What follows belongs to an exercise in optimizing a design on an open flow for small area, a short achievable clock period and few clock cycles; a production flow would make more cautious choices.
Only simulation tests tie the RTL to the original design; equivalence was not proved.
Power figures rest on the tool's default switching activity, not on a simulated workload.

<file path="flow/design.v">
`default_nettype none
package epa_pkg;
  localparam int SCALAR_W = 32;
  localparam int APB_DW   = 32;
  localparam int APB_AW   = 4;
  localparam int N_ITER = 32;
  localparam logic [3:0] OP_ADD = 4'd0, OP_SUB = 4'd1, OP_RED = 4'd2, OP_MUL = 4'd3,
                         OP_DBLR = 4'd4, OP_BR = 4'd5, OP_CALL = 4'd6, OP_RET = 4'd7,
                         OP_SKIPZ = 4'd8, OP_SHK = 4'd9, OP_LDK = 4'd10, OP_FIN = 4'd11,
                         OP_ABSK = 4'd12, OP_LDH = 4'd13, OP_GCD = 4'd14, OP_CALLC = 4'd15;
  localparam logic [3:0] C_ZA = 4'd0, C_KMSB = 4'd1, C_CNT0 = 4'd2, C_KADD = 4'd3,
                         C_KDBL = 4'd4, C_KMUL = 4'd5, C_KCHK = 4'd6, C_PINF = 4'd7,
                         C_QINF = 4'd8, C_NEG = 4'd9, C_ALW = 4'd10, C_DNEG = 4'd11,
                         C_R2V = 4'd12;
  localparam logic [7:0] PC_START = 8'd0;
  function automatic logic [29:0] epa_rom(input logic [7:0] addr);
    case (addr)
      8'd0: epa_rom = 30'h30001400;   
      8'd1: epa_rom = 30'h34001400;   
      8'd2: epa_rom = 30'h14001805;   
      8'd3: epa_rom = 30'h00841400;   
      8'd4: epa_rom = 30'h1088943f;   
      8'd5: epa_rom = 30'h0ddc9400;   
      8'd6: epa_rom = 30'h0e209400;   
      8'd7: epa_rom = 30'h0d909400;   
      8'd8: epa_rom = 30'h14000c19;   
      8'd9: epa_rom = 30'h14000a26;   
      8'd10: epa_rom = 30'h0e649400;   
      8'd11: epa_rom = 30'h0f689400;   
      8'd12: epa_rom = 30'h03001400;   
      8'd13: epa_rom = 30'h0ec85400;   
      8'd14: epa_rom = 30'h14000816;   
      8'd15: epa_rom = 30'h14002e12;   
      8'd16: epa_rom = 30'h1400105c;   
      8'd17: epa_rom = 30'h14001449;   
      8'd18: epa_rom = 30'h14003014;   
      8'd19: epa_rom = 30'h02c01400;   
      8'd20: epa_rom = 30'h18001476;   
      8'd21: epa_rom = 30'h14001449;   
      8'd22: epa_rom = 30'h14000e5c;   
      8'd23: epa_rom = 30'h1800145f;   
      8'd24: epa_rom = 30'h14001449;   
      8'd25: epa_rom = 30'h02401400;   
      8'd26: epa_rom = 30'h02801400;   
      8'd27: epa_rom = 30'h14000e25;   
      8'd28: epa_rom = 30'h0f221400;   
      8'd29: epa_rom = 30'h0f5dd400;   
      8'd30: epa_rom = 30'h03759400;   
      8'd31: epa_rom = 30'h0f75d400;   
      8'd32: epa_rom = 30'h0ed49400;   
      8'd33: epa_rom = 30'h0376d400;   
      8'd34: epa_rom = 30'h07335400;   
      8'd35: epa_rom = 30'h14300025;   
      8'd36: epa_rom = 30'h2c001400;   
      8'd37: epa_rom = 30'h2c001402;   
      8'd38: epa_rom = 30'h14000e5c;   
      8'd39: epa_rom = 30'h14003229;   
      8'd40: epa_rom = 30'h06021400;   
      8'd41: epa_rom = 30'h20001400;   
      8'd42: epa_rom = 30'h1400045c;   
      8'd43: epa_rom = 30'h025c1400;   
      8'd44: epa_rom = 30'h03601400;   
      8'd45: epa_rom = 30'h03001400;   
      8'd46: epa_rom = 30'h0ec85400;   
      8'd47: epa_rom = 30'h24001431;   
      8'd48: epa_rom = 30'h14001449;   
      8'd49: epa_rom = 30'h0fa65400;   
      8'd50: epa_rom = 30'h06b71400;   
      8'd51: epa_rom = 30'h0f2a9400;   
      8'd52: epa_rom = 30'h0eead400;   
      8'd53: epa_rom = 30'h02bb9400;   
      8'd54: epa_rom = 30'h02ab9400;   
      8'd55: epa_rom = 30'h02a99400;   
      8'd56: epa_rom = 30'h0f671400;   
      8'd57: epa_rom = 30'h0e6a9400;   
      8'd58: epa_rom = 30'h0f331400;   
      8'd59: epa_rom = 30'h02eed400;   
      8'd60: epa_rom = 30'h03775400;   
      8'd61: epa_rom = 30'h03775400;   
      8'd62: epa_rom = 30'h03b75400;   
      8'd63: epa_rom = 30'h06679400;   
      8'd64: epa_rom = 30'h07765400;   
      8'd65: epa_rom = 30'h0f6b5400;   
      8'd66: epa_rom = 30'h03331400;   
      8'd67: epa_rom = 30'h03331400;   
      8'd68: epa_rom = 30'h03331400;   
      8'd69: epa_rom = 30'h03b31400;   
      8'd70: epa_rom = 30'h0db99400;   
      8'd71: epa_rom = 30'h3c000276;   
      8'd72: epa_rom = 30'h24001431;   
      8'd73: epa_rom = 30'h06b71400;   
      8'd74: epa_rom = 30'h142c005c;   
      8'd75: epa_rom = 30'h0b6c1400;   
      8'd76: epa_rom = 30'h070c1400;   
      8'd77: epa_rom = 30'h03801400;   
      8'd78: epa_rom = 30'h01841400;   
      8'd79: epa_rom = 30'h28001400;   
      8'd80: epa_rom = 30'h38335400;   
      8'd81: epa_rom = 30'h0bb81400;   
      8'd82: epa_rom = 30'h070f9400;   
      8'd83: epa_rom = 30'h13331480;   
      8'd84: epa_rom = 30'h0f731400;   
      8'd85: epa_rom = 30'h0f745400;   
      8'd86: epa_rom = 30'h0e675400;   
      8'd87: epa_rom = 30'h0f771400;   
      8'd88: epa_rom = 30'h0eab5400;   
      8'd89: epa_rom = 30'h0a641400;   
      8'd90: epa_rom = 30'h0aa81400;   
      8'd91: epa_rom = 30'h2c001400;   
      8'd92: epa_rom = 30'h02401400;   
      8'd93: epa_rom = 30'h02801400;   
      8'd94: epa_rom = 30'h2c001401;   
      8'd95: epa_rom = 30'h0fa65400;   
      8'd96: epa_rom = 30'h06b71400;   
      8'd97: epa_rom = 30'h0f2a9400;   
      8'd98: epa_rom = 30'h0eead400;   
      8'd99: epa_rom = 30'h02bb9400;   
      8'd100: epa_rom = 30'h02ab9400;   
      8'd101: epa_rom = 30'h02a99400;   
      8'd102: epa_rom = 30'h0f671400;   
      8'd103: epa_rom = 30'h0e6a9400;   
      8'd104: epa_rom = 30'h0f331400;   
      8'd105: epa_rom = 30'h02eed400;   
      8'd106: epa_rom = 30'h03775400;   
      8'd107: epa_rom = 30'h03775400;   
      8'd108: epa_rom = 30'h03b75400;   
      8'd109: epa_rom = 30'h06679400;   
      8'd110: epa_rom = 30'h07765400;   
      8'd111: epa_rom = 30'h0f6b5400;   
      8'd112: epa_rom = 30'h03331400;   
      8'd113: epa_rom = 30'h03331400;   
      8'd114: epa_rom = 30'h03331400;   
      8'd115: epa_rom = 30'h03b31400;   
      8'd116: epa_rom = 30'h0db99400;   
      8'd117: epa_rom = 30'h1c001400;   
      8'd118: epa_rom = 30'h142c2081;   
      8'd119: epa_rom = 30'h025c1400;   
      8'd120: epa_rom = 30'h03601400;   
      8'd121: epa_rom = 30'h1400367b;   
      8'd122: epa_rom = 30'h07435400;   
      8'd123: epa_rom = 30'h03001400;   
      8'd124: epa_rom = 30'h02c41400;   
      8'd125: epa_rom = 30'h12eed41f;   
      8'd126: epa_rom = 30'h01901400;   
      8'd127: epa_rom = 30'h1199941f;   
      8'd128: epa_rom = 30'h1c001400;   
      8'd129: epa_rom = 30'h0faed400;   
      8'd130: epa_rom = 30'h06b71400;   
      8'd131: epa_rom = 30'h0f22d400;   
      8'd132: epa_rom = 30'h0f5f9400;   
      8'd133: epa_rom = 30'h0f339400;   
      8'd134: epa_rom = 30'h07765400;   
      8'd135: epa_rom = 30'h0fb75400;   
      8'd136: epa_rom = 30'h1400368a;   
      8'd137: epa_rom = 30'h07031400;   
      8'd138: epa_rom = 30'h07329400;   
      8'd139: epa_rom = 30'h14342092;   
      8'd140: epa_rom = 30'h1430008f;   
      8'd141: epa_rom = 30'h02c01400;   
      8'd142: epa_rom = 30'h1c001400;   
      8'd143: epa_rom = 30'h03681400;   
      8'd144: epa_rom = 30'h03001400;   
      8'd145: epa_rom = 30'h1400145f;   
      8'd146: epa_rom = 30'h0eef5400;   
      8'd147: epa_rom = 30'h0f779400;   
      8'd148: epa_rom = 30'h0d9b9400;   
      8'd149: epa_rom = 30'h0e679400;   
      8'd150: epa_rom = 30'h0d9b9400;   
      8'd151: epa_rom = 30'h0eab5400;   
      8'd152: epa_rom = 30'h0fb31400;   
      8'd153: epa_rom = 30'h03765400;   
      8'd154: epa_rom = 30'h03765400;   
      8'd155: epa_rom = 30'h07bb5400;   
      8'd156: epa_rom = 30'h06679400;   
      8'd157: epa_rom = 30'h0f725400;   
      8'd158: epa_rom = 30'h02781400;   
      8'd159: epa_rom = 30'h03281400;   
      8'd160: epa_rom = 30'h1c001400;   
      default: epa_rom = {22'd0, addr};   
    endcase
  endfunction
endpackage
`default_nettype wire
`default_nettype none
module epa_alu #(
  parameter int DG = 4
) (
  input  logic [32:0]   ss_i,
  input  logic [32:0]   sc_i,
  input  logic [31:0]   a,
  input  logic [32:0]   ap,
  input  logic [30:0]   p,
  input  logic [DG-1:0] bd,
  output logic [32:0]   ss_o,
  output logic [32:0]   sc_o
);
  logic [32:0] ss, sc, m0, m1, s0, s1, c0, c1;
  logic        q;
  always_comb begin
    ss = ss_i;
    sc = sc_i;
    for (int j = 0; j < DG; j++) begin
      m0 = bd[j] ? {1'b0, a} : 33'd0;
      m1 = bd[j] ? ap : {2'b00, p};
      s0 = ss ^ sc ^ m0;
      c0 = (ss & sc) | (ss & m0) | (sc & m0);
      s1 = ss ^ sc ^ m1;
      c1 = (ss & sc) | (ss & m1) | (sc & m1);
      q  = ss[0] ^ sc[0] ^ m0[0];
      ss = q ? {1'b0, s1[32:1]} : {1'b0, s0[32:1]};
      sc = q ? c1 : c0;
    end
    ss_o = ss;
    sc_o = sc;
  end
endmodule
`default_nettype wire
`default_nettype none
module ecc_point_arithmetic_gfp_top #(
  parameter int FIELD_BITS = 31
) (
  input  logic                           clk,
  input  logic                           rst,
  input  logic                           in_valid,
  output logic                           in_ready,
  input  logic [1:0]                     kind,
  input  logic [FIELD_BITS-1:0]          p_x,
  input  logic [FIELD_BITS-1:0]          p_y,
  input  logic                           p_inf,
  input  logic [FIELD_BITS-1:0]          q_x,
  input  logic [FIELD_BITS-1:0]          q_y,
  input  logic                           q_inf,
  input  logic signed [epa_pkg::SCALAR_W-1:0] scalar,
  output logic                           out_valid,
  input  logic                           out_ready,
  output logic [FIELD_BITS-1:0]          r_x,
  output logic [FIELD_BITS-1:0]          r_y,
  output logic                           r_inf,
  output logic                           on_curve,
  input  logic                           psel,
  input  logic                           penable,
  input  logic                           pwrite,
  input  logic [epa_pkg::APB_AW-1:0]     paddr,
  input  logic [epa_pkg::APB_DW-1:0]     pwdata,
  output logic [epa_pkg::APB_DW-1:0]     prdata,
  output logic                           pready
);
  localparam int W  = FIELD_BITS;
  localparam int DG = 4;                           
  localparam int NC = epa_pkg::N_ITER / DG;        
  localparam logic [1:0] KIND_ADD = 2'd0;
  localparam logic [1:0] KIND_DBL = 2'd1;
  localparam logic [1:0] KIND_MUL = 2'd2;
  localparam logic [1:0] KIND_CHK = 2'd3;
  localparam logic [1:0] REG_MODULUS = 2'd0;
  localparam logic [1:0] REG_CURVE_A = 2'd1;
  localparam logic [1:0] REG_CURVE_B = 2'd2;
  localparam logic [3:0] R_ZERO = 4'd0, R_ONE = 4'd1, R_RC = 4'd2, R_CP = 4'd3,
                         R_CA = 4'd4, R_CB = 4'd5, R_AM = 4'd6, R_PX = 4'd7, R_PY = 4'd8,
                         R_X = 4'd9, R_Y = 4'd10, R_Z = 4'd11, R_T1 = 4'd12, R_T2 = 4'd13,
                         R_T3 = 4'd14, R_K = 4'd15;
  localparam logic [2:0] A_ADD = 3'd0, A_SUB = 3'd1, A_RED = 3'd2, A_CPA = 3'd3,
                         A_RAW = 3'd4, A_GCD = 3'd5, A_AP = 3'd6;
  localparam logic [2:0] G_UV = 3'd0, G_VSUB = 3'd1, G_RADD = 3'd2, G_SADD = 3'd3,
                         G_S2 = 3'd4, G_R2 = 3'd5;
  logic [W-1:0] modulus, curve_a, curve_b;
  logic         cfg_wr;
  logic [31:0] am, px, py, rx, ry, rz, t1, t2, t3;
  logic [31:0] rc2;             
  logic        r2v;
  logic        busy, busy_nx, ov_nx;
  logic [7:0]  pc, pc_nx, ret;
  logic [29:0] ir, ir_nx;
  logic [3:0]  op, dst, op_nx;
  logic [4:0]  cnd;
  logic [7:0]  tgt;
  logic [6:0]  mc0, mc1;
  logic        cond, zf, zph;
  logic        mbz0, mbz1, cp0, cp1, cp0_nx, cp1_nx, cpa, stall, hz, sa_hz, sb_hz, d_hz;
  logic        free0, free1, c_cu;
  logic [3:0]  md0, md1, sa, sb;
  logic [6:0]  rc;              
  logic [15:0] soa, sob;         
  logic [2:0]  gst, gst_nx;
  logic        g_ue, g_ve, g_gt, g_vz, g_stay;
  logic [3:0]  wdst, g_ra, g_rb;
  logic [1:0]  op_kind;
  logic        pinf, qinf, neg;
  logic [33:0] kreg, hreg;       
  logic        knz;
  logic [6:0]  cnt;
  logic [31:0] rda, rdb;
  logic [32:0] ss0, sc0, ssn0, scn0, ap0, ss1, sc1, ssn1, scn1, ap1;
  logic [31:0] ma0, mb0, ma1, mb1;
  logic [33:0] s3, c3, kneg, apn;
  logic [33:0] xa, yb, kk, u, w;
  logic [31:0] res, res_r, r_gsh, r_base;
  logic        r_selw, r_gpick;      
  logic [3:0]  wd_r;
  logic        wv_r, fa_nx, fb_nx, vz_r;
  logic        wen, za;
  logic [2:0]  aop_nx;
  logic        c_xss, c_cin;
  logic [4:0]  c_yb;             
  logic [3:0]  c_kk;             
  logic        mul_go;
  logic [3:0]  c_res;            
  assign pready   = 1'b1;
  assign cfg_wr   = psel & penable & pwrite;
  assign r_x      = rx[W-1:0];
  assign r_y      = ry[W-1:0];
  always_comb begin
    prdata = '0;
    case (paddr[3:2])
      REG_MODULUS: prdata = epa_pkg::APB_DW'(modulus);
      REG_CURVE_A: prdata = epa_pkg::APB_DW'(curve_a);
      REG_CURVE_B: prdata = epa_pkg::APB_DW'(curve_b);
      default:     prdata = '0;
    endcase
  end
  always_ff @(posedge clk) begin
    if (rst || cfg_wr) r2v <= 1'b0;
    else if (busy && wv_r && wd_r == R_RC) r2v <= 1'b1;
  end
  always_ff @(posedge clk) begin
    if (rst) begin
      modulus <= W'(97);
      curve_a <= W'(2);
      curve_b <= W'(3);
    end else if (cfg_wr) begin
      case (paddr[3:2])
        REG_MODULUS: modulus <= pwdata[W-1:0];
        REG_CURVE_A: curve_a <= pwdata[W-1:0];
        REG_CURVE_B: curve_b <= pwdata[W-1:0];
        default: ;
      endcase
    end
  end
  always_comb begin
    op  = ir[29:26];
    dst = ir[25:22];
    sa  = ir[21:18];
    sb  = ir[17:14];
    cnd = ir[13:9];
    tgt = ir[7:0];
  end
  function automatic logic [31:0] rdoh(input logic [15:0] oh, input logic [W-1:0] cp,
                                       input logic [W-1:0] ca, input logic [W-1:0] cb,
                                       input logic [31:0] am_, input logic [31:0] px_,
                                       input logic [31:0] py_, input logic [31:0] x_,
                                       input logic [31:0] y_, input logic [31:0] z_,
                                       input logic [31:0] t1_, input logic [31:0] t2_,
                                       input logic [31:0] t3_, input logic [31:0] fw_,
                                       input logic [31:0] rc_);
    rdoh = ({32{oh[R_K]}} & fw_) | ({31'd0, oh[R_ONE]}) | ({32{oh[R_RC]}} & rc_) |
           ({32{oh[R_CP]}} & {1'b0, cp}) | ({32{oh[R_CA]}} & {1'b0, ca}) |
           ({32{oh[R_CB]}} & {1'b0, cb}) | ({32{oh[R_AM]}} & am_) |
           ({32{oh[R_PX]}} & px_) | ({32{oh[R_PY]}} & py_) |
           ({32{oh[R_X]}} & x_) | ({32{oh[R_Y]}} & y_) | ({32{oh[R_Z]}} & z_) |
           ({32{oh[R_T1]}} & t1_) | ({32{oh[R_T2]}} & t2_) | ({32{oh[R_T3]}} & t3_);
  endfunction
  always_comb begin
    rda = rdoh(soa, modulus, curve_a, curve_b, am, px, py, rx, ry, rz, t1, t2, t3, res_r, rc2);
    rdb = rdoh(sob, modulus, curve_a, curve_b, am, px, py, rx, ry, rz, t1, t2, t3, res_r, rc2);
    za  = (rda == 32'd0);
  end
  epa_alu #(
    .DG (DG)
  ) u_mul0 (
    .ss_i (ss0),
    .sc_i (sc0),
    .a    (ma0),
    .ap   (ap0),
    .p    (modulus),
    .bd   (mb0[DG-1:0]),
    .ss_o (ssn0),
    .sc_o (scn0)
  );
  epa_alu #(
    .DG (DG)
  ) u_mul1 (
    .ss_i (ss1),
    .sc_i (sc1),
    .a    (ma1),
    .ap   (ap1),
    .p    (modulus),
    .bd   (mb1[DG-1:0]),
    .ss_o (ssn1),
    .sc_o (scn1)
  );
  function automatic logic [33:0] padd(input logic [33:0] x, input logic [33:0] y,
                                       input logic ci);
    logic [34:0] g, pp;
    g  = {x & y, ci};
    pp = {x ^ y, 1'b0};
    for (int d = 1; d < 35; d = d * 2) begin
      for (int i = 34; i >= d; i--) begin
        g[i]  = g[i] | (pp[i] & g[i-d]);
        pp[i] = pp[i] & pp[i-d];
      end
    end
    padd = (x ^ y) ^ g[33:0];
  endfunction
  function automatic logic [2:0] aop_of(input logic [3:0] o, input logic [2:0] g,
                                        input logic mf);
    case (o)
      epa_pkg::OP_SUB: aop_of = A_SUB;
      epa_pkg::OP_RED: aop_of = A_RED;
      epa_pkg::OP_MUL: aop_of = A_AP;
      epa_pkg::OP_GCD: aop_of = (g == G_UV || g == G_VSUB) ? A_GCD : A_RAW;
      default:         aop_of = A_ADD;
    endcase
  endfunction
  always_comb begin
    xa = c_xss ? {1'b0, c_cu ? ss1 : ss0} : {2'b00, rda};
    yb = ({34{c_yb[0]}} & {2'b00, rdb}) | ({34{c_yb[1]}} & ~{2'b00, rdb}) |
         ({34{c_yb[2]}} & {3'b000, modulus}) | ({34{c_yb[3]}} & ~{3'b000, modulus}) |
         ({34{c_yb[4]}} & {1'b0, c_cu ? sc1 : sc0});
    kk = ({34{c_kk[0]}} & ~{3'b000, modulus}) | ({34{c_kk[1]}} & {3'b000, modulus}) |
         {34{c_kk[3]}};
    u  = padd(xa, yb, c_cin);
    s3 = xa ^ yb ^ kk;
    c3 = {(xa[32:0] & yb[32:0]) | (xa[32:0] & kk[32:0]) | (yb[32:0] & kk[32:0]), c_kk[0]};
    w  = padd(s3, c3, c_cin);
    apn = padd({2'b00, rda}, {3'b000, modulus}, 1'b0);
    r_selw  = (c_res[0] & ~w[33]) | (c_res[1] & u[33]);
    r_gpick = c_res[2] & (~rda[0] | ~rdb[0]);
    r_gsh   = !rda[0] ? {1'b0, rda[31:1]} : {1'b0, rdb[31:1]};
    r_base  = c_res[2] ? u[32:1] : u[31:0];
    res = r_selw ? w[31:0] : r_gpick ? r_gsh : r_base;
    if (op == epa_pkg::OP_ABSK) kneg = padd(~kreg, 34'd0, 1'b1);
    else kneg = padd(kreg, {kreg[32:0], 1'b0}, 1'b0);
    knz = kreg[33] ^ hreg[33];
  end
  always_comb begin
    case (cnd[3:0])
      epa_pkg::C_ZA:    cond = zf;
      epa_pkg::C_KMSB:  cond = knz;
      epa_pkg::C_DNEG:  cond = (op_kind == KIND_MUL) & kreg[33] & ~hreg[33];
      epa_pkg::C_CNT0:  cond = (cnt == 7'd0);
      epa_pkg::C_KADD:  cond = (op_kind == KIND_ADD);
      epa_pkg::C_KDBL:  cond = (op_kind == KIND_DBL);
      epa_pkg::C_KMUL:  cond = (op_kind == KIND_MUL);
      epa_pkg::C_KCHK:  cond = (op_kind == KIND_CHK);
      epa_pkg::C_PINF:  cond = pinf;
      epa_pkg::C_QINF:  cond = qinf;
      epa_pkg::C_NEG:   cond = neg;
      epa_pkg::C_R2V:   cond = r2v;
      default: cond = 1'b1;
    endcase
    cond = cond ^ cnd[4];
  end
  always_comb begin
    pc_nx = pc + 8'd1;
    wen   = 1'b0;
    wdst  = dst;
    cpa   = cp0 | cp1;
    sa_hz = (mbz0 && sa == md0) || (mbz1 && sa == md1);
    sb_hz = (mbz0 && sb == md0) || (mbz1 && sb == md1);
    d_hz  = (mbz0 && dst == md0) || (mbz1 && dst == md1);
    case (op)
      epa_pkg::OP_ADD, epa_pkg::OP_SUB: hz = sa_hz | sb_hz | d_hz;
      epa_pkg::OP_RED:  hz = sa_hz | d_hz;
      epa_pkg::OP_BR:   hz = (cnd[3:0] == epa_pkg::C_ZA) & sa_hz;
      epa_pkg::OP_MUL:  hz = sa_hz | sb_hz;
      epa_pkg::OP_DBLR, epa_pkg::OP_GCD, epa_pkg::OP_FIN: hz = mbz0 | mbz1;
      default:          hz = 1'b0;
    endcase
    free0  = !mbz0 | cp0;
    free1  = !mbz1 | cp1;
    mul_go = !hz & (free0 | free1);
    stall  = (op == epa_pkg::OP_MUL) ? !mul_go : (cpa | hz);
    g_ue   = ~rda[0];
    g_ve   = ~rdb[0];
    g_gt   = ~w[33];
    g_vz   = vz_r;
    g_stay = 1'b0;
    gst_nx = G_UV;
    g_ra   = R_T1;
    g_rb   = R_T2;
    if (op == epa_pkg::OP_GCD) begin
      case (gst)
        G_UV: begin
          wdst   = (g_ue || !g_ve) ? R_T1 : R_T2;
          g_stay = ~g_vz;
          gst_nx = g_vz ? G_UV : g_ue ? G_S2 : g_ve ? G_R2 : g_gt ? G_RADD : G_VSUB;
        end
        G_VSUB: begin wdst = R_T2; g_stay = 1'b1; gst_nx = G_SADD; end
        G_RADD: begin wdst = R_T3; g_stay = 1'b1; gst_nx = G_S2; end
        G_SADD: begin wdst = R_AM; g_stay = 1'b1; gst_nx = G_R2; end
        G_S2:   begin wdst = R_AM; g_stay = 1'b1; gst_nx = G_UV; end
        default: begin wdst = R_T3; g_stay = 1'b1; gst_nx = G_UV; end
      endcase
      case (gst_nx)
        G_UV:    begin g_ra = R_T1; g_rb = R_T2; end
        G_VSUB:  begin g_ra = R_T2; g_rb = R_T1; end
        G_S2:    begin g_ra = R_AM; g_rb = R_AM; end
        G_R2:    begin g_ra = R_T3; g_rb = R_T3; end
        default: begin g_ra = R_T3; g_rb = R_AM; end
      endcase
    end
    case (op)
      epa_pkg::OP_ADD, epa_pkg::OP_SUB, epa_pkg::OP_RED: wen = 1'b1;
      epa_pkg::OP_DBLR: begin
        if (tgt[7]) begin
          wen = (cnt != 7'(2 * epa_pkg::N_ITER));
          if (wen) pc_nx = pc;
        end else begin
          wen = 1'b1;
          if (rc != tgt[6:0]) pc_nx = pc;
        end
      end
      epa_pkg::OP_GCD: begin
        if (gst == G_UV) wen = ~g_vz & (g_ue | g_ve | g_gt);
        else wen = 1'b1;
        if (g_stay) pc_nx = pc;
      end
      epa_pkg::OP_BR: begin
        if (cnd[3:0] == epa_pkg::C_ZA && !zph) pc_nx = pc;
        else if (cond) pc_nx = tgt;
      end
      epa_pkg::OP_CALL: pc_nx = tgt;
      epa_pkg::OP_CALLC: if (cond) pc_nx = tgt;
      epa_pkg::OP_RET:  pc_nx = ret;
      epa_pkg::OP_SKIPZ: if (!knz && cnt != 7'd0) pc_nx = pc;
      epa_pkg::OP_SHK:  if (cnt != 7'd1) pc_nx = tgt;
      default: ;
    endcase
    if (stall) begin
      pc_nx = pc;
      wen   = 1'b0;
    end
    if (cpa) begin
      wen  = 1'b1;
      wdst = cp1 ? md1 : md0;
    end
    if (!busy) pc_nx = epa_pkg::PC_START;
    ir_nx = epa_pkg::epa_rom(pc_nx);
    if (busy && op == epa_pkg::OP_GCD && g_stay && !stall) begin
      fa_nx = 1'b0;
      fb_nx = 1'b0;
    end else begin
      fa_nx = busy & wen & (wdst == ir_nx[21:18]);
      fb_nx = busy & wen & (wdst == ir_nx[17:14]);
    end
    op_nx = ir_nx[29:26];
    cp0_nx = mbz0 && !cp0 && (mc0 == 7'(NC - 1));
    cp1_nx = mbz1 && !cp1 && (mc1 == 7'(NC - 1));
    aop_nx = (cp0_nx | cp1_nx) ? A_CPA :
             aop_of(op_nx, (busy && op == epa_pkg::OP_GCD && g_stay && !stall) ? gst_nx : gst, 1'b1);
    busy_nx = busy ? !(op == epa_pkg::OP_FIN && !stall) : (in_valid & in_ready);
    ov_nx   = (busy && op == epa_pkg::OP_FIN && !stall) | (out_valid & ~out_ready);
    if (rst) begin
      busy_nx = 1'b0;
      ov_nx   = 1'b0;
    end
  end
  always_ff @(posedge clk) begin
    busy      <= busy_nx;
    out_valid <= ov_nx;
    in_ready  <= ~busy_nx & ~ov_nx;
  end
  always_ff @(posedge clk) begin
    pc  <= pc_nx;
    ir  <= ir_nx;
    if (busy && op == epa_pkg::OP_GCD && g_stay && !stall) begin
      soa <= fa_nx ? 16'h8000 : 16'd1 << g_ra;
      sob <= fb_nx ? 16'h8000 : 16'd1 << g_rb;
      gst <= gst_nx;
    end else begin
      soa <= fa_nx ? 16'h8000 : 16'd1 << ir_nx[21:18];
      sob <= fb_nx ? 16'h8000 : 16'd1 << ir_nx[17:14];
      if (!(busy && op == epa_pkg::OP_GCD && stall)) gst <= G_UV;
    end
    res_r <= res;
    wd_r  <= wdst;
    wv_r  <= busy & wen;
    vz_r  <= (((wv_r && wd_r == R_T2) ? res_r : t2) == 32'd0);
    c_xss <= (aop_nx == A_CPA);
    c_cu  <= cp1_nx;
    c_cin <= (aop_nx == A_SUB) | (aop_nx == A_RED) | (aop_nx == A_GCD);
    c_yb  <= {aop_nx == A_CPA, aop_nx == A_RED, 1'b0,
              (aop_nx == A_SUB) | (aop_nx == A_GCD),
              (aop_nx == A_ADD) | (aop_nx == A_RAW)};
    c_kk  <= {aop_nx == A_GCD, 1'b0, (aop_nx == A_SUB) | (aop_nx == A_RED),
              (aop_nx == A_ADD) | (aop_nx == A_CPA)};
    c_res <= {(aop_nx == A_RAW) | (aop_nx == A_AP), aop_nx == A_GCD,
              (aop_nx == A_SUB) | (aop_nx == A_RED), (aop_nx == A_ADD) | (aop_nx == A_CPA)};
    if (!stall) zph <= busy && op == epa_pkg::OP_BR && cnd[3:0] == epa_pkg::C_ZA && !zph;
    zf  <= za;
    cp0 <= cp0_nx;
    cp1 <= cp1_nx;
    if (!busy) begin
      mbz0 <= 1'b0;
      mbz1 <= 1'b0;
      mc0  <= 7'd0;
      mc1  <= 7'd0;
    end else begin
      if (op == epa_pkg::OP_MUL && !stall && free0) begin
        ma0  <= rda;
        mb0  <= rdb;
        ap0  <= apn[32:0];
        ss0  <= '0;
        sc0  <= '0;
        md0  <= dst;
        mbz0 <= 1'b1;
        mc0  <= 7'd0;
      end else if (mbz0) begin
        mb0 <= mb0 >> DG;
        ss0 <= ssn0;
        sc0 <= scn0;
        mc0 <= mc0 + 7'd1;
        if (cp0) mbz0 <= 1'b0;
      end
      if (op == epa_pkg::OP_MUL && !stall && !free0) begin
        ma1  <= rda;
        mb1  <= rdb;
        ap1  <= apn[32:0];
        ss1  <= '0;
        sc1  <= '0;
        md1  <= dst;
        mbz1 <= 1'b1;
        mc1  <= 7'd0;
      end else if (mbz1) begin
        mb1 <= mb1 >> DG;
        ss1 <= ssn1;
        sc1 <= scn1;
        mc1 <= mc1 + 7'd1;
        if (cp1) mbz1 <= 1'b0;
      end
    end
    if (busy && !stall) begin
      if (op == epa_pkg::OP_DBLR) rc <= (rc == tgt[6:0]) ? 7'd0 : rc + 7'd1;
      else rc <= 7'd0;
      if (op == epa_pkg::OP_CALL || (op == epa_pkg::OP_CALLC && cond)) ret <= pc + 8'd1;
      case (op)
        epa_pkg::OP_SKIPZ: if (!knz && cnt != 7'd0) begin
          kreg <= kreg << 1;
          hreg <= hreg << 1;
          cnt  <= cnt - 7'd1;
        end
        epa_pkg::OP_SHK: begin
          kreg <= kreg << 1;
          hreg <= hreg << 1;
          cnt  <= cnt - 7'd1;
        end
        epa_pkg::OP_LDK:  cnt <= 7'd0;
        epa_pkg::OP_GCD:  if (gst == G_UV && !g_vz) cnt <= cnt + 7'd1;
        epa_pkg::OP_DBLR: if (tgt[7] && cnt != 7'(2 * epa_pkg::N_ITER)) cnt <= cnt + 7'd1;
        epa_pkg::OP_ABSK: if (neg) kreg <= {2'b00, kneg[31:0]};
        epa_pkg::OP_LDH:  hreg <= kneg;
        epa_pkg::OP_FIN: begin
          r_inf    <= tgt[0];
          on_curve <= tgt[1];
        end
        default: ;
      endcase
    end else if (!busy) begin
      rc <= 7'd0;
    end
    if (in_ready) begin
      px      <= {1'b0, p_x};
      py      <= {1'b0, p_y};
      rx      <= {1'b0, (kind == KIND_ADD) ? q_x : p_x};
      ry      <= {1'b0, (kind == KIND_ADD) ? q_y : p_y};
      kreg    <= {2'b00, scalar};
      neg     <= scalar[31];
      cnt     <= 7'd33;
      op_kind <= kind;
      pinf    <= p_inf;
      qinf    <= q_inf;
    end else if (wv_r) begin
      case (wd_r)
        R_AM: am <= res_r;
        R_RC: rc2 <= res_r;
        R_PX: px <= res_r;
        R_PY: py <= res_r;
        R_X:  rx <= res_r;
        R_Y:  ry <= res_r;
        R_Z:  rz <= res_r;
        R_T1: t1 <= res_r;
        R_T2: t2 <= res_r;
        R_T3: t3 <= res_r;
        default: ;
      endcase
    end
  end
endmodule
`default_nettype wire
</file>
<file path="flow/run.sh">
#!/bin/bash
# synth_recipe.tcl (not shown) runs the flow's synth.tcl, then flattens the netlist and writes it again
# the make line also repeats each setting of config.mk as NAME=value (left out here)
make -C /OpenROAD-flow-scripts/flow DESIGN_CONFIG=/design/flow/config.mk WORK_HOME=/design/flow/orfs CLKGATE_MAP_FILE= SYNTH_SCRIPT=/design/flow/synth_recipe.tcl finish
</file>
<file path="flow/config.mk">
export PLATFORM = sky130hd
export DESIGN_NAME = ecc_point_arithmetic_gfp_top
export DESIGN_NICKNAME = ecc_point_arithmetic_gfp_top
export VERILOG_FILES = /design/flow/design.v
export SDC_FILE = /design/flow/constraint.sdc
export NUM_CORES = 4
export LEC_CHECK = 0
export CAP_MARGIN = 20
export CORE_MARGIN = 2
export CORE_UTILIZATION = 40
export SETUP_SLACK_MARGIN = 4
export SLEW_MARGIN = 20
</file>
<file path="flow/constraint.sdc">
create_clock -name core_clock -period 10.0 [get_ports {clk}]
set_input_delay 2.0000 -clock core_clock [delete_from_list [all_inputs] [get_ports {clk}]]
set_output_delay 2.0000 -clock core_clock [all_outputs]
set_load 0.01 [all_outputs]
</file>
==> flow_results.xml, run 1 <==
<?xml version="1.0" encoding="UTF-8"?>
<metrics>
  <group name="sta">
    <metric name="max_slew.worst_pin.slew" unit="ps">1190</metric>
    <metric name="finalSetupViolations" unit="">0</metric>
    <metric name="timing.hold.ws" unit="ps">487</metric>
    <metric name="fin_tns_setup" unit="ps">0</metric>
    <metric name="final_skew" unit="ps">68.9</metric>
    <metric name="final_min_period_over_clock_period" unit="">0.616</metric>
    <metric name="finalWorstPathRequiredPeriod" unit="ps">6160</metric>
    <metric name="achievable-frequency" unit="GHz">0.162</metric>
    <metric name="hold_viol" unit="">0</metric>
    <metric name="maxSlewViolCount" unit="">0</metric>
    <metric name="unrepaired_setup_endpoints_after_global_routing" unit="">true</metric>
    <metric name="max_slew_margin" unit="">0.197</metric>
  </group>
  <group name="yosys">
    <metric name="yosys.area_share.xor_xnor" unit="">0.0228</metric>
    <metric name="synth_warn" unit="">2</metric>
    <metric name="synthCells" unit="">8122</metric>
    <metric name="syn_area" unit="um^2">78500</metric>
    <metric name="syn_area_per_cell" unit="um^2">9.67</metric>
    <metric name="synth_adder_area_share" unit="">0.167</metric>
    <metric name="area_share_of_the_leading_cell_type_in_the_synthesized_netlist" unit="">0.283</metric>
    <metric name="ys_seq_area_frac" unit="">0.345</metric>
    <metric name="synth-edff-count" unit="">740</metric>
    <metric name="combinational_family_with_the_most_area_after_synthesis" unit="">adder cells</metric>
    <metric name="synth_mux_area_frac" unit="">0.103</metric>
    <metric name="yosys.cell_types.count" unit="">117</metric>
    <metric name="synth_compound_gate_area_share" unit="">0.154</metric>
    <metric name="post-synth-top-count-cell" unit="">sky130_fd_sc_hd__nand2_1</metric>
    <metric name="async_reset_ff_frac" unit="">0</metric>
    <metric name="most_used_flip_flop_cell_after_synthesis" unit="">sky130_fd_sc_hd__edfxtp_1</metric>
    <metric name="synth_top_cells_by_area" unit="">sky130_fd_sc_hd__edfxtp_1 (28%), sky130_fd_sc_hd__fa_1 (14%), sky130_fd_sc_hd__dfxtp_1 (6.2%), sky130_fd_sc_hd__mux2i_1 (5.5%), sky130_fd_sc_hd__nand2_1 (4.9%)</metric>
    <metric name="simple_gate_share_of_the_synthesized_area" unit="">0.152</metric>
    <metric name="ys_ff_latch" unit="">982</metric>
    <metric name="yosysTopAreaCell" unit="">sky130_fd_sc_hd__edfxtp_1</metric>
    <metric name="post_synth_most_frequent_cells" unit="">sky130_fd_sc_hd__nand2_1 (1017), sky130_fd_sc_hd__edfxtp_1 (740), sky130_fd_sc_hd__nor2_1 (560), sky130_fd_sc_hd__fa_1 (540), sky130_fd_sc_hd__inv_1 (473)</metric>
  </group>
  <group name="routing">
    <metric name="antenna_violating_nets_post_route" unit="">0</metric>
    <metric name="number_of_optimization_iterations_in_the_first_detailed_route_pass" unit="">7</metric>
    <metric name="route.detailed.vias_per_inst" unit="">6.19</metric>
    <metric name="drt_iter0_markers" unit="">8589</metric>
    <metric name="routed-via-count" unit="">68300</metric>
    <metric name="totalWireLength" unit="um">309000</metric>
    <metric name="drc" unit="">0</metric>
    <metric name="detail_route.wl_per_cell" unit="um">28.0</metric>
  </group>
  <group name="cts">
    <metric name="root_buffer" unit="">sky130_fd_sc_hd__clkbuf_16</metric>
    <metric name="cts-root-to-sink-buffers" unit="">3</metric>
    <metric name="cts_made_buffers" unit="">112</metric>
    <metric name="cts_max_level" unit="">3</metric>
    <metric name="clock_sinks" unit="">982</metric>
    <metric name="postCtsHoldBufs" unit="">0</metric>
    <metric name="clk_latency" unit="ps">800</metric>
    <metric name="worst_setup_hold_path_clk_slew" unit="ps">70</metric>
    <metric name="cts_tree" unit="">yes</metric>
  </group>
  <group name="power">
    <metric name="power.share.clock" unit="">0.153</metric>
    <metric name="vdd_drop_max" unit="mV">0.714</metric>
    <metric name="cellPowerDensity" unit="nW/um^2">312</metric>
    <metric name="combinationalPowerShare" unit="">0.638</metric>
    <metric name="power_switching_share" unit="">0.473</metric>
    <metric name="power.switching" unit="uW">13500</metric>
    <metric name="power.share.sequential" unit="">0.209</metric>
    <metric name="internal_power" unit="uW">15000</metric>
    <metric name="power.static_leakage" unit="uW">0.0359</metric>
  </group>
  <group name="setup_path">
    <metric name="worst_setup_path_category" unit="">flip-flop to flip-flop</metric>
    <metric name="arrival" unit="ps">6810</metric>
    <metric name="crit_path_max_fanout" unit="">22</metric>
    <metric name="max_stage_delay" unit="ps">530</metric>
    <metric name="cp-start-kind" unit="">flip-flop</metric>
    <metric name="critical_path.slowest_cell" unit="">sky130_fd_sc_hd__dfxtp_2</metric>
    <metric name="critical_path_sink_type" unit="">flip-flop</metric>
    <metric name="worst-endpoint-required" unit="ps">10660</metric>
  </group>
  <group name="global_routing">
    <metric name="grt.overflow.total" unit="">0</metric>
    <metric name="grt_start_max_net_pins" unit="">234</metric>
    <metric name="grt_antenna_before_repair" unit="">23</metric>
    <metric name="gr-usage-all-layers" unit="">0.301</metric>
    <metric name="first_global_vias" unit="">66700</metric>
    <metric name="grt_pass1_wl" unit="um">448000</metric>
  </group>
  <group name="run">
    <metric name="max_cap_viol_count" unit="">0</metric>
  </group>
  <group name="place">
    <metric name="place.detailed.instances" unit="">10600</metric>
    <metric name="place.gp.congestion" unit="">1.02</metric>
    <metric name="place.detailed.hpwl" unit="um">215000</metric>
    <metric name="dpl_cell_area" unit="um^2">83900</metric>
    <metric name="port-buffer-count" unit="">296</metric>
  </group>
  <group name="floorplanning">
    <metric name="floorplan_die_area" unit="um^2">200000</metric>
    <metric name="die_x" unit="um">447</metric>
    <metric name="dieHeight" unit="um">447</metric>
    <metric name="design.core.area" unit="um^2">195000</metric>
    <metric name="design.portCount" unit="">302</metric>
    <metric name="starting_density_of_the_core" unit="">0.403</metric>
    <metric name="fp-row-count" unit="">162</metric>
  </group>
  <group name="min_path">
    <metric name="timing.hold.worst.class" unit="">flip-flop to flip-flop</metric>
  </group>
  <group name="finish">
    <metric name="drive_above_1_share" unit="">0.144</metric>
    <metric name="post-route-cell-area" unit="um^2">91400</metric>
    <metric name="synthToLayoutAreaGrowth" unit="%">16.4</metric>
    <metric name="final_core_util" unit="">0.469</metric>
    <metric name="seqCellArea" unit="um^2">27100</metric>
    <metric name="multi_input_area" unit="um^2">48600</metric>
    <metric name="fill_cells" unit="">18300</metric>
    <metric name="layout.nets" unit="">9220</metric>
    <metric name="fin_cells" unit="">11000</metric>
  </group>
  <group name="status">
    <metric name="outcome" unit="">finished clean</metric>
  </group>
</metrics>
[logic make-up after synthesis]
kind of cell | count (synthesis)
compound gates | 1805
xor+xnor | 204
fa+ha+maj | 725
buf+inv | 1072
flops | 982
mux | 768
other cells | 2
simple gates | 2564
[registers in the layout (all words and copies together), names as in the netlist, 33 cells and up]
signal  flops
hreg       34
sc1        33
ap1        33
sc0        33
ap0        33
kreg       34
[layer usage]
metal / GRT usage / up-vias / share of wire
met5: 0 / - / 0.00014
met4: 0.136 / 6 / 0.052
met3: 0.0673 / 836 / 0.11
met2: 0.458 / 4306 / 0.44
met1: 0.407 / 33800 / 0.40
li1: - / 29300 / -
[cell usage in the layout, fill, tap and decap left out, types with 200 or more instances in the layout]
cell	instances
sky130_fd_sc_hd__nand2_1	1001
sky130_fd_sc_hd__edfxtp_1	740
sky130_fd_sc_hd__fa_1	529
sky130_fd_sc_hd__nor2_1	501
sky130_fd_sc_hd__inv_1	470
sky130_fd_sc_hd__mux2i_1	428
sky130_fd_sc_hd__o21ai_0	371
sky130_fd_sc_hd__a21oi_1	351
sky130_fd_sc_hd__a22oi_1	335
sky130_fd_sc_hd__mux2_2	329
sky130_fd_sc_hd__clkdlybuf4s50_1	283
sky130_fd_sc_hd__and2_1	277
sky130_fd_sc_hd__buf_4	252
sky130_fd_sc_hd__dfxtp_1	213
sky130_fd_sc_hd__nand3_1	200
[critical path: cells and delay by family (launching register included)]
| family | cells | cell delay, ps |
|---|---|---|
| buf+inv | 4 | 930 |
| flops | 1 | 530 |
| xor+xnor | 1 | 180 |
| fa+ha+maj | 2 | 780 |
| compound gates | 14 | 2810 |
| simple gates | 4 | 580 |
| mux | 1 | 220 |
[metrics by stage]
stage | worst slack [ps] | power, uW
after global placement | 1620 | 18600
after global routing | 3720 | 29800
final | 3840 | 28500
after detailed placement | 1600 | 18700
after CTS | 3930 | 26300
after floorplan | 3840 | 14700
[power groups by stage]
stage | clock [uW] | sequential [uW] | combinational [uW]
2_1_floorplan | 0 | 5530 | 9150
3_3_place_gp | 0 | 5970 | 12600
3_5_place_dp | 0 | 5970 | 12800
4_1_cts | 4380 | 5900 | 16100
5_1_grt | 4530 | 5970 | 19300
6_report | 4350 | 5960 | 18200
[area by class of cell]
type,instances,area share
clock inverter,49,0.00560
clock buffer,163,0.0369
tap,2624,0.0359
antenna,23,0.000629
sequential,982,0.297
multi-input combinational,6071,0.532
timing repair inverter,2,0.000164
inverter,483,0.0201
timing repair buffer,640,0.0725
[final timing paths]
kind	slack [ps]	depth (start not counted)	to	start
max	3840	26	c_res[1]$_DFF_P_	soa[9]$_SDFF_PP0_
min	490	2	mb0[20]$_DFFE_PP_	mb0[24]$_DFFE_PP_
max reg2reg	3840	26	c_res[1]$_DFF_P_	soa[9]$_SDFF_PP0_
min reg2reg	490	2	mb0[20]$_DFFE_PP_	mb0[24]$_DFFE_PP_
[timing repair]
action,in CTS,in global routing
pin swaps,61,49
gates cloned,15,6
endpoints found under the setup margin,320,219
resized for setup,315,158
setup buffers,80,50
Testbench counts, summed over its fixed seeds: cycles 81,615.
==> run 2, diff against run 1 <==
--- a/flow/design.v
+++ b/flow/design.v
@@ -33,3 +33,3 @@
       8'd15: epa_rom = 30'h14002e12;   
-      8'd16: epa_rom = 30'h1400105c;   
+      8'd16: epa_rom = 30'h1400105b;   
       8'd17: epa_rom = 30'h14001449;   
@@ -37,6 +37,6 @@
       8'd19: epa_rom = 30'h02c01400;   
-      8'd20: epa_rom = 30'h18001476;   
+      8'd20: epa_rom = 30'h18001475;   
       8'd21: epa_rom = 30'h14001449;   
-      8'd22: epa_rom = 30'h14000e5c;   
-      8'd23: epa_rom = 30'h1800145f;   
+      8'd22: epa_rom = 30'h14000e5b;   
+      8'd23: epa_rom = 30'h1800145e;   
       8'd24: epa_rom = 30'h14001449;   
@@ -55,3 +55,3 @@
       8'd37: epa_rom = 30'h2c001402;   
-      8'd38: epa_rom = 30'h14000e5c;   
+      8'd38: epa_rom = 30'h14000e5b;   
       8'd39: epa_rom = 30'h14003229;   
@@ -59,3 +59,3 @@
       8'd41: epa_rom = 30'h20001400;   
-      8'd42: epa_rom = 30'h1400045c;   
+      8'd42: epa_rom = 30'h1400045b;   
       8'd43: epa_rom = 30'h025c1400;   
@@ -88,6 +88,6 @@
       8'd70: epa_rom = 30'h0db99400;   
-      8'd71: epa_rom = 30'h3c000276;   
+      8'd71: epa_rom = 30'h3c000275;   
       8'd72: epa_rom = 30'h24001431;   
       8'd73: epa_rom = 30'h06b71400;   
-      8'd74: epa_rom = 30'h142c005c;   
+      8'd74: epa_rom = 30'h142c005b;   
       8'd75: epa_rom = 30'h0b6c1400;   
@@ -102,78 +102,77 @@
       8'd84: epa_rom = 30'h0f731400;   
-      8'd85: epa_rom = 30'h0f745400;   
-      8'd86: epa_rom = 30'h0e675400;   
-      8'd87: epa_rom = 30'h0f771400;   
-      8'd88: epa_rom = 30'h0eab5400;   
-      8'd89: epa_rom = 30'h0a641400;   
-      8'd90: epa_rom = 30'h0aa81400;   
-      8'd91: epa_rom = 30'h2c001400;   
-      8'd92: epa_rom = 30'h02401400;   
-      8'd93: epa_rom = 30'h02801400;   
-      8'd94: epa_rom = 30'h2c001401;   
-      8'd95: epa_rom = 30'h0fa65400;   
-      8'd96: epa_rom = 30'h06b71400;   
-      8'd97: epa_rom = 30'h0f2a9400;   
-      8'd98: epa_rom = 30'h0eead400;   
-      8'd99: epa_rom = 30'h02bb9400;   
-      8'd100: epa_rom = 30'h02ab9400;   
-      8'd101: epa_rom = 30'h02a99400;   
-      8'd102: epa_rom = 30'h0f671400;   
-      8'd103: epa_rom = 30'h0e6a9400;   
-      8'd104: epa_rom = 30'h0f331400;   
-      8'd105: epa_rom = 30'h02eed400;   
+      8'd85: epa_rom = 30'h0fb05400;   
+      8'd86: epa_rom = 30'h0f339400;   
+      8'd87: epa_rom = 30'h0f779400;   
+      8'd88: epa_rom = 30'h0e671400;   
+      8'd89: epa_rom = 30'h0eab5400;   
+      8'd90: epa_rom = 30'h2c001400;   
+      8'd91: epa_rom = 30'h02401400;   
+      8'd92: epa_rom = 30'h02801400;   
+      8'd93: epa_rom = 30'h2c001401;   
+      8'd94: epa_rom = 30'h0fa65400;   
+      8'd95: epa_rom = 30'h06b71400;   
+      8'd96: epa_rom = 30'h0f2a9400;   
+      8'd97: epa_rom = 30'h0eead400;   
+      8'd98: epa_rom = 30'h02bb9400;   
+      8'd99: epa_rom = 30'h02ab9400;   
+      8'd100: epa_rom = 30'h02a99400;   
+      8'd101: epa_rom = 30'h0f671400;   
+      8'd102: epa_rom = 30'h0e6a9400;   
+      8'd103: epa_rom = 30'h0f331400;   
+      8'd104: epa_rom = 30'h02eed400;   
+      8'd105: epa_rom = 30'h03775400;   
       8'd106: epa_rom = 30'h03775400;   
-      8'd107: epa_rom = 30'h03775400;   
-      8'd108: epa_rom = 30'h03b75400;   
-      8'd109: epa_rom = 30'h06679400;   
-      8'd110: epa_rom = 30'h07765400;   
-      8'd111: epa_rom = 30'h0f6b5400;   
+      8'd107: epa_rom = 30'h03b75400;   
+      8'd108: epa_rom = 30'h06679400;   
+      8'd109: epa_rom = 30'h07765400;   
+      8'd110: epa_rom = 30'h0f6b5400;   
+      8'd111: epa_rom = 30'h03331400;   
       8'd112: epa_rom = 30'h03331400;   
       8'd113: epa_rom = 30'h03331400;   
-      8'd114: epa_rom = 30'h03331400;   
-      8'd115: epa_rom = 30'h03b31400;   
-      8'd116: epa_rom = 30'h0db99400;   
-      8'd117: epa_rom = 30'h1c001400;   
-      8'd118: epa_rom = 30'h142c2081;   
-      8'd119: epa_rom = 30'h025c1400;   
-      8'd120: epa_rom = 30'h03601400;   
-      8'd121: epa_rom = 30'h1400367b;   
-      8'd122: epa_rom = 30'h07435400;   
-      8'd123: epa_rom = 30'h03001400;   
-      8'd124: epa_rom = 30'h02c41400;   
-      8'd125: epa_rom = 30'h12eed41f;   
-      8'd126: epa_rom = 30'h01901400;   
-      8'd127: epa_rom = 30'h1199941f;   
-      8'd128: epa_rom = 30'h1c001400;   
-      8'd129: epa_rom = 30'h0faed400;   
-      8'd130: epa_rom = 30'h06b71400;   
-      8'd131: epa_rom = 30'h0f22d400;   
-      8'd132: epa_rom = 30'h0f5f9400;   
-      8'd133: epa_rom = 30'h0f339400;   
-      8'd134: epa_rom = 30'h07765400;   
-      8'd135: epa_rom = 30'h0fb75400;   
-      8'd136: epa_rom = 30'h1400368a;   
-      8'd137: epa_rom = 30'h07031400;   
-      8'd138: epa_rom = 30'h07329400;   
-      8'd139: epa_rom = 30'h14342092;   
-      8'd140: epa_rom = 30'h1430008f;   
-      8'd141: epa_rom = 30'h02c01400;   
-      8'd142: epa_rom = 30'h1c001400;   
-      8'd143: epa_rom = 30'h03681400;   
-      8'd144: epa_rom = 30'h03001400;   
-      8'd145: epa_rom = 30'h1400145f;   
-      8'd146: epa_rom = 30'h0eef5400;   
-      8'd147: epa_rom = 30'h0f779400;   
-      8'd148: epa_rom = 30'h0d9b9400;   
-      8'd149: epa_rom = 30'h0e679400;   
-      8'd150: epa_rom = 30'h0d9b9400;   
-      8'd151: epa_rom = 30'h0eab5400;   
-      8'd152: epa_rom = 30'h0fb31400;   
+      8'd114: epa_rom = 30'h03b31400;   
+      8'd115: epa_rom = 30'h0db99400;   
+      8'd116: epa_rom = 30'h1c001400;   
+      8'd117: epa_rom = 30'h142c2080;   
+      8'd118: epa_rom = 30'h025c1400;   
+      8'd119: epa_rom = 30'h03601400;   
+      8'd120: epa_rom = 30'h1400367a;   
+      8'd121: epa_rom = 30'h07435400;   
+      8'd122: epa_rom = 30'h03001400;   
+      8'd123: epa_rom = 30'h02c41400;   
+      8'd124: epa_rom = 30'h12eed41f;   
+      8'd125: epa_rom = 30'h01901400;   
+      8'd126: epa_rom = 30'h1199941f;   
+      8'd127: epa_rom = 30'h1c001400;   
+      8'd128: epa_rom = 30'h0faed400;   
+      8'd129: epa_rom = 30'h06b71400;   
+      8'd130: epa_rom = 30'h0f22d400;   
+      8'd131: epa_rom = 30'h0f5f9400;   
+      8'd132: epa_rom = 30'h0f339400;   
+      8'd133: epa_rom = 30'h07765400;   
+      8'd134: epa_rom = 30'h0fb75400;   
+      8'd135: epa_rom = 30'h14003689;   
+      8'd136: epa_rom = 30'h07031400;   
+      8'd137: epa_rom = 30'h07329400;   
+      8'd138: epa_rom = 30'h14342091;   
+      8'd139: epa_rom = 30'h1430008e;   
+      8'd140: epa_rom = 30'h02c01400;   
+      8'd141: epa_rom = 30'h1c001400;   
+      8'd142: epa_rom = 30'h03681400;   
+      8'd143: epa_rom = 30'h03001400;   
+      8'd144: epa_rom = 30'h1400145e;   
+      8'd145: epa_rom = 30'h0eef5400;   
+      8'd146: epa_rom = 30'h0f779400;   
+      8'd147: epa_rom = 30'h0d9b9400;   
+      8'd148: epa_rom = 30'h0e679400;   
+      8'd149: epa_rom = 30'h0d9b9400;   
+      8'd150: epa_rom = 30'h0eab5400;   
+      8'd151: epa_rom = 30'h0fb31400;   
+      8'd152: epa_rom = 30'h03765400;   
       8'd153: epa_rom = 30'h03765400;   
-      8'd154: epa_rom = 30'h03765400;   
-      8'd155: epa_rom = 30'h07bb5400;   
-      8'd156: epa_rom = 30'h06679400;   
-      8'd157: epa_rom = 30'h0f725400;   
-      8'd158: epa_rom = 30'h02781400;   
-      8'd159: epa_rom = 30'h03281400;   
-      8'd160: epa_rom = 30'h1c001400;   
+      8'd154: epa_rom = 30'h07bb5400;   
+      8'd155: epa_rom = 30'h06679400;   
+      8'd156: epa_rom = 30'h0f725400;   
+      8'd157: epa_rom = 30'h02781400;   
+      8'd158: epa_rom = 30'h03281400;   
+      8'd159: epa_rom = 30'h1c001400;   
       default: epa_rom = {22'd0, addr};   
@@ -263,3 +262,3 @@
                          A_RAW = 3'd4, A_GCD = 3'd5, A_AP = 3'd6;
-  localparam logic [2:0] G_UV = 3'd0, G_VSUB = 3'd1, G_RADD = 3'd2, G_SADD = 3'd3,
+  localparam logic [2:0] G_UV = 3'd0, G_VSUB = 3'd1, G_ADDRS = 3'd2,
                          G_S2 = 3'd4, G_R2 = 3'd5;
@@ -284,2 +283,3 @@
   logic [2:0]  gst, gst_nx;
+  logic        g_gtr;
   logic        g_ue, g_ve, g_gt, g_vz, g_stay;
@@ -485,7 +485,10 @@
           g_stay = ~g_vz;
-          gst_nx = g_vz ? G_UV : g_ue ? G_S2 : g_ve ? G_R2 : g_gt ? G_RADD : G_VSUB;
+          gst_nx = g_vz ? G_UV : g_ue ? G_S2 : g_ve ? G_R2 : G_ADDRS;
         end
-        G_VSUB: begin wdst = R_T2; g_stay = 1'b1; gst_nx = G_SADD; end
-        G_RADD: begin wdst = R_T3; g_stay = 1'b1; gst_nx = G_S2; end
-        G_SADD: begin wdst = R_AM; g_stay = 1'b1; gst_nx = G_R2; end
+        G_ADDRS: begin
+          wdst   = g_gtr ? R_T3 : R_AM;
+          g_stay = 1'b1;
+          gst_nx = g_gtr ? G_S2 : G_VSUB;
+        end
+        G_VSUB: begin wdst = R_T2; g_stay = 1'b1; gst_nx = G_R2; end
         G_S2:   begin wdst = R_AM; g_stay = 1'b1; gst_nx = G_UV; end
@@ -569,2 +572,3 @@
       gst <= gst_nx;
+      if (gst == G_UV) g_gtr <= g_gt;
     end else begin
==> run 2 against run 1 <==
Power decreased by 4.6%; clock skew decreased by 2.9 ps; hold slack improved by 27 ps; critical path type unchanged; clock power increased by 4%; synthesized area decreased by 0.69%; critical endpoint is now res_r[0]$_DFF_P_; die area decreased by 0.69%; sequential share of layout area increased by 0.12 points; final cell count decreased by 1.2%; via count decreased by 1.3%; critical path depth unchanged.
==> flow_results.xml, run 2 <==
<?xml version="1.0" encoding="UTF-8"?>
<metrics>
  <group name="sta">
    <metric name="max_slew_margin" unit="">0.212</metric>
    <metric name="final_min_period_over_clock_period" unit="">0.617</metric>
    <metric name="fin_tns_setup" unit="ps">0</metric>
    <metric name="unrepaired_setup_endpoints_after_global_routing" unit="">true</metric>
    <metric name="max_slew.worst_pin.slew" unit="ps">1150</metric>
    <metric name="finalWorstPathRequiredPeriod" unit="ps">6170</metric>
    <metric name="finalSetupViolations" unit="">0</metric>
    <metric name="maxSlewViolCount" unit="">0</metric>
    <metric name="hold_viol" unit="">0</metric>
    <metric name="achievable-frequency" unit="GHz">0.162</metric>
    <metric name="final_skew" unit="ps">66.1</metric>
    <metric name="worst_slack" unit="ps">3830</metric>
  </group>
  <group name="cts">
    <metric name="clk_latency" unit="ps">800</metric>
    <metric name="postCtsHoldBufs" unit="">0</metric>
    <metric name="root_buffer" unit="">sky130_fd_sc_hd__clkbuf_16</metric>
    <metric name="cts_tree" unit="">yes</metric>
    <metric name="cts_max_level" unit="">3</metric>
    <metric name="cts-root-to-sink-buffers" unit="">3</metric>
    <metric name="cts_made_buffers" unit="">115</metric>
    <metric name="worst_setup_hold_path_clk_slew" unit="ps">70</metric>
    <metric name="clock_sinks" unit="">983</metric>
  </group>
  <group name="routing">
    <metric name="drt_iter0_markers" unit="">8698</metric>
    <metric name="routed-via-count" unit="">67400</metric>
    <metric name="number_of_optimization_iterations_in_the_first_detailed_route_pass" unit="">9</metric>
    <metric name="route.detailed.vias_per_inst" unit="">6.18</metric>
    <metric name="detail_route.wl_per_cell" unit="um">28.0</metric>
    <metric name="antenna_violating_nets_post_route" unit="">0</metric>
    <metric name="drc" unit="">0</metric>
    <metric name="totalWireLength" unit="um">305000</metric>
  </group>
  <group name="run">
    <metric name="max_cap_viol_count" unit="">0</metric>
  </group>
  <group name="yosys">
    <metric name="synth-edff-count" unit="">741</metric>
    <metric name="synthCells" unit="">8029</metric>
    <metric name="post-synth-top-count-cell" unit="">sky130_fd_sc_hd__nand2_1</metric>
    <metric name="syn_area_per_cell" unit="um^2">9.71</metric>
    <metric name="area_share_of_the_leading_cell_type_in_the_synthesized_netlist" unit="">0.285</metric>
    <metric name="ys_ff_latch" unit="">983</metric>
    <metric name="post_synth_most_frequent_cells" unit="">sky130_fd_sc_hd__nand2_1 (1050), sky130_fd_sc_hd__edfxtp_1 (741), sky130_fd_sc_hd__fa_1 (540), sky130_fd_sc_hd__nor2_1 (539), sky130_fd_sc_hd__o21ai_0 (475)</metric>
    <metric name="most_used_flip_flop_cell_after_synthesis" unit="">sky130_fd_sc_hd__edfxtp_1</metric>
    <metric name="synth_warn" unit="">2</metric>
    <metric name="ys_seq_area_frac" unit="">0.347</metric>
    <metric name="yosysTopAreaCell" unit="">sky130_fd_sc_hd__edfxtp_1</metric>
    <metric name="async_reset_ff_frac" unit="">0</metric>
    <metric name="yosys.cell_types.count" unit="">121</metric>
    <metric name="syn_area" unit="um^2">78000</metric>
    <metric name="synth_top_cells_by_area" unit="">sky130_fd_sc_hd__edfxtp_1 (29%), sky130_fd_sc_hd__fa_1 (14%), sky130_fd_sc_hd__dfxtp_1 (6.2%), sky130_fd_sc_hd__mux2i_1 (5.5%), sky130_fd_sc_hd__nand2_1 (5.1%)</metric>
  </group>
  <group name="finish">
    <metric name="final_core_util" unit="">0.470</metric>
    <metric name="post-route-cell-area" unit="um^2">91400</metric>
    <metric name="leading_cell_types_in_the_layout_fill_and_taps_excluded" unit="">sky130_fd_sc_hd__nand2_1 (1039), sky130_fd_sc_hd__edfxtp_1 (741), sky130_fd_sc_hd__fa_1 (529), sky130_fd_sc_hd__nor2_1 (490), sky130_fd_sc_hd__o21ai_0 (442)</metric>
    <metric name="layout.nets" unit="">9183</metric>
    <metric name="synthToLayoutAreaGrowth" unit="%">17.1</metric>
    <metric name="mostFrequentLayoutCell" unit="">sky130_fd_sc_hd__nand2_1</metric>
    <metric name="fill_cells" unit="">18000</metric>
    <metric name="drive_above_1_share" unit="">0.149</metric>
    <metric name="reg_top3" unit="">hreg x34, kreg x34</metric>
  </group>
  <group name="setup_path">
    <metric name="crit-reg2reg-launch" unit="">soa[13]$_DFF_P_</metric>
    <metric name="critical_path_sink_type" unit="">flip-flop</metric>
    <metric name="cp.depth" unit="">26</metric>
    <metric name="critical_path.slowest_cell" unit="">sky130_fd_sc_hd__fa_2</metric>
    <metric name="worstReg2RegEnd" unit="">res_r[0]$_DFF_P_</metric>
    <metric name="destination_of_the_critical_timing_path" unit="">res_r[0]$_DFF_P_</metric>
    <metric name="start_point_of_the_critical_path" unit="">soa[13]$_DFF_P_</metric>
    <metric name="crit_path_max_fanout" unit="">7</metric>
    <metric name="worst_setup_path_category" unit="">flip-flop to flip-flop</metric>
    <metric name="arrival" unit="ps">6800</metric>
    <metric name="r2r.worst_path.cells" unit="">26</metric>
    <metric name="max_stage_delay" unit="ps">470</metric>
    <metric name="worst-endpoint-required" unit="ps">10620</metric>
    <metric name="cp-start-kind" unit="">flip-flop</metric>
    <metric name="slack_of_the_worst_reg_to_reg_path" unit="ps">3830</metric>
    <metric name="worstPathBufferInverterCount" unit="">5</metric>
    <metric name="critical-path-top-delay-family" unit="">compound AO/OA/AOI/OAI gates</metric>
  </group>
  <group name="floorplanning">
    <metric name="dieHeight" unit="um">446</metric>
    <metric name="design.portCount" unit="">302</metric>
    <metric name="fp-row-count" unit="">162</metric>
    <metric name="design.core.area" unit="um^2">194000</metric>
    <metric name="floorplan_die_area" unit="um^2">199000</metric>
    <metric name="die_x" unit="um">446</metric>
    <metric name="starting_density_of_the_core" unit="">0.401</metric>
  </group>
  <group name="global_routing">
    <metric name="grt_pass1_wl" unit="um">443000</metric>
    <metric name="grt_start_max_net_pins" unit="">104</metric>
    <metric name="first_global_vias" unit="">66100</metric>
    <metric name="gr-usage-all-layers" unit="">0.298</metric>
    <metric name="grt_antenna_before_repair" unit="">6</metric>
    <metric name="grt.overflow.total" unit="">0</metric>
  </group>
  <group name="place">
    <metric name="dpl_cell_area" unit="um^2">83400</metric>
    <metric name="place.gp.congestion" unit="">0.977</metric>
    <metric name="port-buffer-count" unit="">296</metric>
    <metric name="place.detailed.hpwl" unit="um">214000</metric>
    <metric name="worst_setup_slack_post_dpl" unit="ps">1690</metric>
  </group>
  <group name="power">
    <metric name="power.static_leakage" unit="uW">0.0360</metric>
    <metric name="vdd_drop_max" unit="mV">0.673</metric>
    <metric name="cellPowerDensity" unit="nW/um^2">298</metric>
  </group>
  <group name="min_path">
    <metric name="timing.hold.worst.class" unit="">flip-flop to flip-flop</metric>
  </group>
  <group name="status">
    <metric name="outcome" unit="">finished clean</metric>
  </group>
</metrics>
==> run 2: changes by cell type after synthesis, moves of 11 or more <==
cell / change
sky130_fd_sc_hd__a211o_1: +13
sky130_fd_sc_hd__o21ai_0: +70
sky130_fd_sc_hd__a21oi_1: -65
sky130_fd_sc_hd__nand2_1: +33
sky130_fd_sc_hd__inv_1: -61
sky130_fd_sc_hd__o211a_1: -17
sky130_fd_sc_hd__o21bai_1: -11
sky130_fd_sc_hd__clkbuf_1: -13
sky130_fd_sc_hd__o211ai_1: -33
sky130_fd_sc_hd__nor4_1: -16
sky130_fd_sc_hd__nor2b_1: +43
sky130_fd_sc_hd__nor2_1: -21
sky130_fd_sc_hd__a211oi_1: +15
sky130_fd_sc_hd__a31oi_1: -12
==> run 2: logic make-up (layout without fill, tap and decap cells) <==
kind of cell             count (synthesis)  in the layout  share of synthesized area
multiplexers                           759            759                      0.103
XOR/XNOR                               199            199                     0.0226
AO/OA/AOI/OAI                         1742           1742                      0.148
AND/OR/NAND/NOR                       2623           2624                      0.158
flip-flops                             983            983                      0.347
other                                    2              9                  0.0000963
buffers and inverters                  997           1321                     0.0523
adder cells (fa/ha/maj)                724            724                      0.168
==> run 2: how the worst min path moves through the flow <==
stage                        startpoint                        to  slack [ps]  cells after the start
4_1_cts        curve_b[13]$_SDFFE_PP0P_  curve_b[13]$_SDFFE_PP0P_         510                      2
3_3_place_gp   curve_a[13]$_SDFFE_PP0P_  curve_a[13]$_SDFFE_PP0P_         480                      2
2_1_floorplan   curve_a[0]$_SDFFE_PP0P_   curve_a[0]$_SDFFE_PP0P_         460                      2
6_report              hreg[3]$_DFFE_PP_         hreg[4]$_DFFE_PP_         510                      2
3_5_place_dp    curve_a[9]$_SDFFE_PP0P_   curve_a[9]$_SDFFE_PP0P_         490                      2
5_1_grt        curve_b[11]$_SDFFE_PP0P_  curve_b[11]$_SDFFE_PP0P_         520                      2
==> run 2: cell type report <==
| cell class | instances | area, um^2 | area share |
|---|---|---|---|
| Tap cell | 2542 | 3180 | 0.0348 |
| Inverter | 421 | 1610 | 0.0176 |
| Timing Repair Buffer | 681 | 6890 | 0.0755 |
| Antenna cell | 4 | 10.0 | 0.000110 |
| Timing Repair inverter | 1 | 7.51 | 0.0000822 |
| Clock inverter | 74 | 878 | 0.00962 |
| Multi-Input combinational cell | 6053 | 48500 | 0.530 |
| Sequential cell | 983 | 27200 | 0.298 |
| Clock buffer | 144 | 3110 | 0.0341 |
==> run 2: routing by layer <==
layer  routed length [um]  track usage  up-vias
met5                   85      0.00317        -
met4                15900        0.126        2
met3                31600       0.0623      872
met2               134000        0.460     4071
met1               124000        0.406    33400
li1                     -            -    29000
==> run 2: power breakdown <==
part	leakage [uW]	switching, uW	internal, uW
Sequential	0.00893	762	5160
Clock	0.00193	1920	2600
Combinational	0.0251	9510	7230
Total	0.0360	12200	15000
==> run 2: worst register-to-register path, cell delays in order (launching register included) <==
cell and delay (ps):
sky130_fd_sc_hd__dfxtp_4 360, sky130_fd_sc_hd__buf_12 150, sky130_fd_sc_hd__a222oi_1 410, sky130_fd_sc_hd__nand3_1 190
sky130_fd_sc_hd__nor2_4 310, sky130_fd_sc_hd__mux2i_4 130, sky130_fd_sc_hd__fa_2 470, sky130_fd_sc_hd__fa_2 390
sky130_fd_sc_hd__a21oi_4 170, sky130_fd_sc_hd__o211ai_1 120, sky130_fd_sc_hd__buf_4 170, sky130_fd_sc_hd__a2111oi_4 330
sky130_fd_sc_hd__buf_4 190, sky130_fd_sc_hd__o31ai_4 70, sky130_fd_sc_hd__o41ai_4 280, sky130_fd_sc_hd__o21ai_2 150
sky130_fd_sc_hd__o41ai_4 270, sky130_fd_sc_hd__o211a_1 260, sky130_fd_sc_hd__a31oi_4 120, sky130_fd_sc_hd__nand4_1 110
sky130_fd_sc_hd__nand3_1 100, sky130_fd_sc_hd__mux2i_1 210, sky130_fd_sc_hd__o311ai_2 150, sky130_fd_sc_hd__a22oi_2 220
sky130_fd_sc_hd__buf_6 190, sky130_fd_sc_hd__buf_12 170, sky130_fd_sc_hd__mux2_4 340
==> run 2: repair_timing <==
action | in CTS | in global routing
pin swaps | 80 | 44
gates resized for setup | 352 | 123
buffers inserted | 132 | 44
cloned | 13 | 8
setup endpoints to repair | 272 | 221
==> run 2: metrics by stage <==
stage               std cells  hold slack [ps]  power (uW)
floorplan                8032              462       14800
global route            10900              523       28400
detailed placement      10500              490       18600
finish                  10900              515       27200
global placement        10500              485       18500
CTS                     10800              508       25600
Testbench counts of run 2, summed over its fixed seeds: cycles 80,975.

## what the ideal ports hide
No port has a modelled driver above. Below, the same layouts with a new extraction and two added sets of constraints.
Step 1 (the two cells are an assumption about what drives the block):
set clk [get_ports {clk}]
set_driving_cell -lib_cell sky130_fd_sc_hd__clkbuf_16 $clk
set_driving_cell -lib_cell sky130_fd_sc_hd__buf_2 [delete_from_list [all_inputs] $clk]
Step 2 also shifts input and output timing later by t, the mid clock arrival at the registers, as if the neighbouring blocks saw the same clock.
Three values: ideal, step 1, step 2; two values: the first two.
run	t, ns	setup WS [ns]	clock arrival spread, ns
run 1	0.853	3.842 / 3.842 / 3.842	0.070 / 0.071
run 2	0.861	3.826 / 3.826 / 3.826	0.069 / 0.070
After both steps every run listed still meets setup and hold.
